Context: an optimization exercise on an open-source flow, tuned for small area and a short achievable clock period. The choices shown serve that exercise and are no tape-out recipe. The RTL was checked by simulation tests, not by an equivalence proof against the original design. The flow treats the clock pin as an ideal source, which a real chip does not have.

## alpha
// cdb_broadcaster
module cdb_broadcaster #(
  parameter int NUM_FU     = 8,
  parameter int NUM_CDB    = 2,
  parameter int BIT_WIDTH  = 32,
  parameter int TAG_WIDTH  = 8,
  parameter int FIFO_DEPTH = 2
) (
  input  logic                                clk,
  input  logic                                reset,
  input  logic [NUM_FU-1:0]                   fu_valid,
  output logic [NUM_FU-1:0]                   fu_ready,
  input  logic [NUM_FU-1:0][TAG_WIDTH-1:0]    fu_tag,
  input  logic [NUM_FU-1:0][BIT_WIDTH-1:0]    fu_value,
  output logic [NUM_CDB-1:0][TAG_WIDTH-1:0]   funcUnitTags,
  output logic [NUM_CDB-1:0][BIT_WIDTH-1:0]   funcUnitOut,
  output logic [NUM_CDB-1:0]                  valueReady
);
  localparam int FU_W  = (NUM_FU > 1) ? $clog2(NUM_FU) : 1;
  localparam int RES_W = TAG_WIDTH + BIT_WIDTH;
  logic [NUM_FU-1:0][RES_W-1:0] e0;    
  logic [NUM_FU-1:0][RES_W-1:0] e1;    
  logic [NUM_FU-1:0]            v0;
  logic [NUM_FU-1:0]            v1;
  logic [FU_W-1:0]              rr_ptr;
  logic [NUM_FU-1:0]            g0;    
  logic [NUM_FU-1:0]            g1;    
  logic [NUM_FU-1:0]            pop;
  logic [NUM_FU-1:0]            push;
  logic                         any0;
  logic                         any1;
  logic [NUM_FU-1:0]            last_g;
  logic [FU_W-1:0]              rr_nxt;
  logic [RES_W-1:0]             lane0_nxt;
  logic [RES_W-1:0]             lane1_nxt;
  logic [NUM_FU-1:0]            e0_hold;
  logic [NUM_FU-1:0]            e0_shift;
  logic [NUM_FU-1:0]            e0_load;
  logic [NUM_FU-1:0][RES_W-1:0] e0_nxt;
  always_comb begin
    for (int i = 0; i < NUM_FU; i++) begin
      fu_ready[i] = reset && !v1[i];
      push[i]     = fu_valid[i] && !v1[i];
    end
  end
  always_comb begin
    logic [2*NUM_FU-1:0] d;
    logic                seen1;
    logic                seen2;
    for (int i = 0; i < NUM_FU; i++) begin
      d[i]          = v0[i] && (i >= int'(rr_ptr));
      d[NUM_FU + i] = v0[i] && (i <  int'(rr_ptr));
    end
    g0    = '0;
    g1    = '0;
    seen1 = 1'b0;
    seen2 = 1'b0;
    for (int j = 0; j < 2*NUM_FU; j++) begin
      if (d[j] && !seen1)          g0[j % NUM_FU] = 1'b1;
      if (d[j] && seen1 && !seen2) g1[j % NUM_FU] = 1'b1;
      seen2 = seen2 || (seen1 && d[j]);
      seen1 = seen1 || d[j];
    end
    any0   = seen1;
    any1   = seen2;
    pop    = g0 | g1;
    last_g = any1 ? g1 : g0;
    rr_nxt = '0;
  ...
For scale: ~740 flip-flops, roughly 420 I/O pins, ~27000 um^2 of cells after synthesis.
Settings: LEC_CHECK=0, CAP_MARGIN=0, CORE_MARGIN=2, CORE_UTILIZATION=45, CTS_BUF_LIST=sky130_fd_sc_hd__clkbuf_8, CTS_CLUSTER_DIAMETER=80, CTS_CLUSTER_SIZE=14, SLEW_MARGIN=0; clock period 55.0 ns.
standard.sh (not shown) runs the stock make flow with config.mk's settings and CLKGATE_MAP_FILE= SYNTH_SCRIPT=/design/flow/synth_recipe.tcl, a recipe that flattens the netlist after the stock synthesis.
==> flow/flow/run.sh <==
#!/bin/bash
# The standard layout with three changes:
#  - synthesis maps the logic with an area-oriented ABC script
#    (flow/abc_area.script); everything else in synthesis is the standard flow's own
#    script, so the registers are the standard synthesis's;
#  - the port buffers use the smallest buffer cell;
#  - after CTS, repair_timing runs once more asking for extra setup slack, to
#    shorten the reset -> fu_ready path (flow/post_cts.tcl).
set -euo pipefail
W=$(pwd)
cat "$W/flow/abc_override.tcl" "$W/synth_recipe.tcl" > "$W/my_synth.tcl"
export FLOW_ABC_SCRIPT="$W/flow/abc_area.script"
export FLOW_EXTRA_SETUP_MARGIN=33.0
bash standard.sh finish SYNTH_SCRIPT="$W/my_synth.tcl" \
  BUFFER_PORTS_ARGS="-buffer_cell sky130_fd_sc_hd__buf_1" \
  POST_CTS_TCL="$W/flow/post_cts.tcl" > standard_flow.log 2>&1
==> flow/flow/abc_area.script <==
strash
dch -f
amap
==> flow/flow/abc_override.tcl <==
# Map the logic with an area-oriented ABC script instead of the speed one;
# every other argument of the flow's abc call is kept.
proc abc {args} {
  set i [lsearch -exact $args -script]
  if { $i >= 0 } {
    set args [lreplace $args [expr {$i + 1}] [expr {$i + 1}] $::env(FLOW_ABC_SCRIPT)]
  }
  puts "abc override: abc $args"
  yosys abc {*}$args
}
==> flow/flow/post_cts.tcl <==
# After CTS: keep optimising the paths that set the achieved period. With the
# fixed 11 ns input and output delays, reset -> fu_ready is the longest path;
# asking repair_timing for extra setup slack makes it work on that path.
log_cmd repair_timing -setup -setup_margin $::env(FLOW_EXTRA_SETUP_MARGIN) -verbose
set result [catch { detailed_placement } msg]
if { $result != 0 } {
  error "Detailed placement failed after extra repair_timing: $msg"
}
check_placement -verbose
report_checks -path_delay max -group_path_count 3 -format full_clock_expanded
alpha: PASS, flow complete, no timing, DRC or antenna violations
Setup changes, alpha to beta
Settings: changing CORE_UTILIZATION from 45 to 55; changing CAP_MARGIN from 0 to 20; changing SLEW_MARGIN from 0 to 20; changing CTS_BUF_LIST from sky130_fd_sc_hd__clkbuf_8 to sky130_fd_sc_hd__clkbuf_4 sky130_fd_sc_hd__clkbuf_8; changing CTS_CLUSTER_SIZE from 14 to 16; removing CTS_CLUSTER_DIAMETER (formerly 80).
-- flow/flow/run.sh --
<<< alpha, line 13
export FLOW_EXTRA_SETUP_MARGIN=33.0
>>> beta, line 13
export FLOW_EXTRA_SETUP_MARGIN=32.7
[summary]
beta did not stop at any stage, and its layout met the timing, DRC and antenna checks. alpha: PASS, flow complete, no timing, DRC or antenna violations. Global router's overall resource usage: beta > alpha. Between alpha and beta, multi-input logic portion of the cell area decreased. alpha fits on a die that is larger than the die of beta. | number of ordinary and repair buffers in the finished layout | higher: alpha |.
Setup changes, beta to gamma
Settings: CTS_CLUSTER_SIZE now 14, was 16; CTS_BUF_LIST now sky130_fd_sc_hd__clkbuf_8, was sky130_fd_sc_hd__clkbuf_4 sky130_fd_sc_hd__clkbuf_8; CTS_CLUSTER_DIAMETER now 80, previously not set; CORE_UTILIZATION now 45, was 55.
==> flow/flow/abc_area.script <==
&get -n
&st
&syn2
&dch -f
&nf -R 1000
&put
## What came out
- gamma against beta: met2 routed wirelength rose by 14%, count of buffers not belonging to the clock network in the layout dropped about 1.3%.
- fu_ready[0] as the timing endpoint of the critical path was reported by beta, and fu_ready[2] by gamma.
- The post-route non-filler standard cell count in gamma sits 142 above the value recorded for beta.
- gamma vs. beta: part of the cycle the worst path needs level, starting utilization of the core area moved down, global-route wire length before repair moved up.
- Of gamma and beta, gamma shows the lower final area, with beta above it.
- Lower number of optimization iterations in the first detailed-route pass goes to beta over gamma.
For delta, these inputs were changed with respect to gamma:
Settings: swapping 45 for 55 in CORE_UTILIZATION; clearing CTS_CLUSTER_SIZE, which used to be 14; clearing CTS_BUF_LIST, which used to be sky130_fd_sc_hd__clkbuf_8; clearing CTS_CLUSTER_DIAMETER, which used to be 80.
==> flow/flow/run.sh <==
#!/bin/bash
set -euo pipefail
bash standard.sh finish BUFFER_PORTS_ARGS="-buffer_cell sky130_fd_sc_hd__buf_1" > standard_flow.log 2>&1
removed: flow/flow/abc_area.script
removed: flow/flow/abc_override.tcl
removed: flow/flow/post_cts.tcl
Results
- Per the final summary, delta finished and its layout is clean on timing, DRC and antenna.
- Compared with gamma, delta shows a horizontal extent of the die that is 15 um lower.
- For combined area of the multi-input logic cells, dividing the value from gamma by the value from delta gives 0.842.
- | number of placement rows | higher: gamma |
- delta -> gamma: post-synthesis xor/xnor area fraction flat
- Re buffering overhead: delta is 0.53 points down on gamma.
- Delta (delta minus gamma): number of vias per cell now larger; total via count after detailed routing now larger; worst stage delay on the critical path now larger; area of all placed cells without fillers now larger.
Changes in epsilon relative to delta:
Settings: CORE_UTILIZATION: 55 -> 45; CTS_BUF_LIST: unset -> sky130_fd_sc_hd__clkbuf_4 sky130_fd_sc_hd__clkbuf_8; CTS_CLUSTER_SIZE: unset -> 16.
==> flow/flow/run.sh <==
#!/bin/bash
# The standard layout with three changes:
#  - synthesis maps the logic with an area-oriented ABC script
#    (flow/abc_area.script); everything else in synthesis is the standard flow's own
#    script, so the registers are the standard synthesis's;
#  - the port buffers use the smallest buffer cell;
#  - after CTS, repair_timing runs once more asking for extra setup slack, to
#    shorten the reset -> fu_ready path (flow/post_cts.tcl).
set -euo pipefail
W=$(pwd)
cat "$W/flow/abc_override.tcl" "$W/synth_recipe.tcl" > "$W/my_synth.tcl"
export FLOW_ABC_SCRIPT="$W/flow/abc_area.script"
export FLOW_EXTRA_SETUP_MARGIN=32.7
bash standard.sh finish SYNTH_SCRIPT="$W/my_synth.tcl" \
  BUFFER_PORTS_ARGS="-buffer_cell sky130_fd_sc_hd__buf_1" \
  POST_CTS_TCL="$W/flow/post_cts.tcl" > standard_flow.log 2>&1
==> flow/flow/abc_area.script (new file) <==
strash
dch -f
amap
==> flow/flow/abc_override.tcl (new file) <==
# Map the logic with an area-oriented ABC script instead of the speed one;
# every other argument of the flow's abc call is kept.
proc abc {args} {
  set i [lsearch -exact $args -script]
  if { $i >= 0 } {
    set args [lreplace $args [expr {$i + 1}] [expr {$i + 1}] $::env(FLOW_ABC_SCRIPT)]
  }
  puts "abc override: abc $args"
  yosys abc {*}$args
}
==> flow/flow/post_cts.tcl (new file) <==
# After CTS: keep optimising the paths that set the achieved period. With the
# fixed 11 ns input and output delays, reset -> fu_ready is the longest path;
# asking repair_timing for extra setup slack makes it work on that path.
log_cmd repair_timing -setup -setup_margin $::env(FLOW_EXTRA_SETUP_MARGIN) -verbose
set result [catch { detailed_placement } msg]
if { $result != 0 } {
  error "Detailed placement failed after extra repair_timing: $msg"
}
check_placement -verbose
report_checks -path_delay max -group_path_count 3 -format full_clock_expanded
[summary]
- Clock period minus final worst setup slack delta (epsilon − delta): favourable
- epsilon against delta: number of standard cells in the layout, taps in and fillers out saw an increase; detailed placer's ending HPWL fell by 1.6%; clock-buffer cell count up 91; average wire per standard cell lost 12%.
- Where final-layout worst hold slack is concerned, delta is better than epsilon.
- Compared with delta, the router placed fewer vias in epsilon.
- Setup slack in epsilon vs delta: up 1.33 ns
- epsilon vs delta: final weighted congestion of routability-driven global placement up
- Final cell area excluding filler cells was lower in the run labelled epsilon.

[separate check: timing with driven ports]
The results above use ideal ports. As a check the final layouts listed here were re-extracted and re-timed, cells and wires unchanged. Step 1, drivers: a clkbuf_16 drives clk and a buf_2 each remaining input, both assumed. Step 2 moves the port delays by t, midway between the first and last clock arrival at a register: inputs arrive t later, outputs are due t later. That takes back most of the time a late clock gives input paths. Slacks: no drivers / after step 1 / after step 2; pairs: no drivers / after step 1.
run | t, ns | setup slack, ns | worst setup path at the end | clock arrival spread, ns
alpha | 0.752 | 32.406 / 32.117 / 32.117 | input to output | 0.057 / 0.056
beta | 0.778 | 32.495 / 32.171 / 32.171 | input to output | 0.024 / 0.023
gamma | 0.780 | 32.481 / 32.241 / 32.241 | input to output | 0.033 / 0.033
delta | 0.675 | 31.078 / 31.052 / 31.052 | input to output | 0.025 / 0.024
epsilon | 0.777 | 32.409 / 32.119 / 32.119 | input to output | 0.033 / 0.034
After both steps setup and hold are still met in every run listed. The setup slack of beta, which loses most, moves by -0.324 ns with the drivers and by -0.324 ns with both steps.
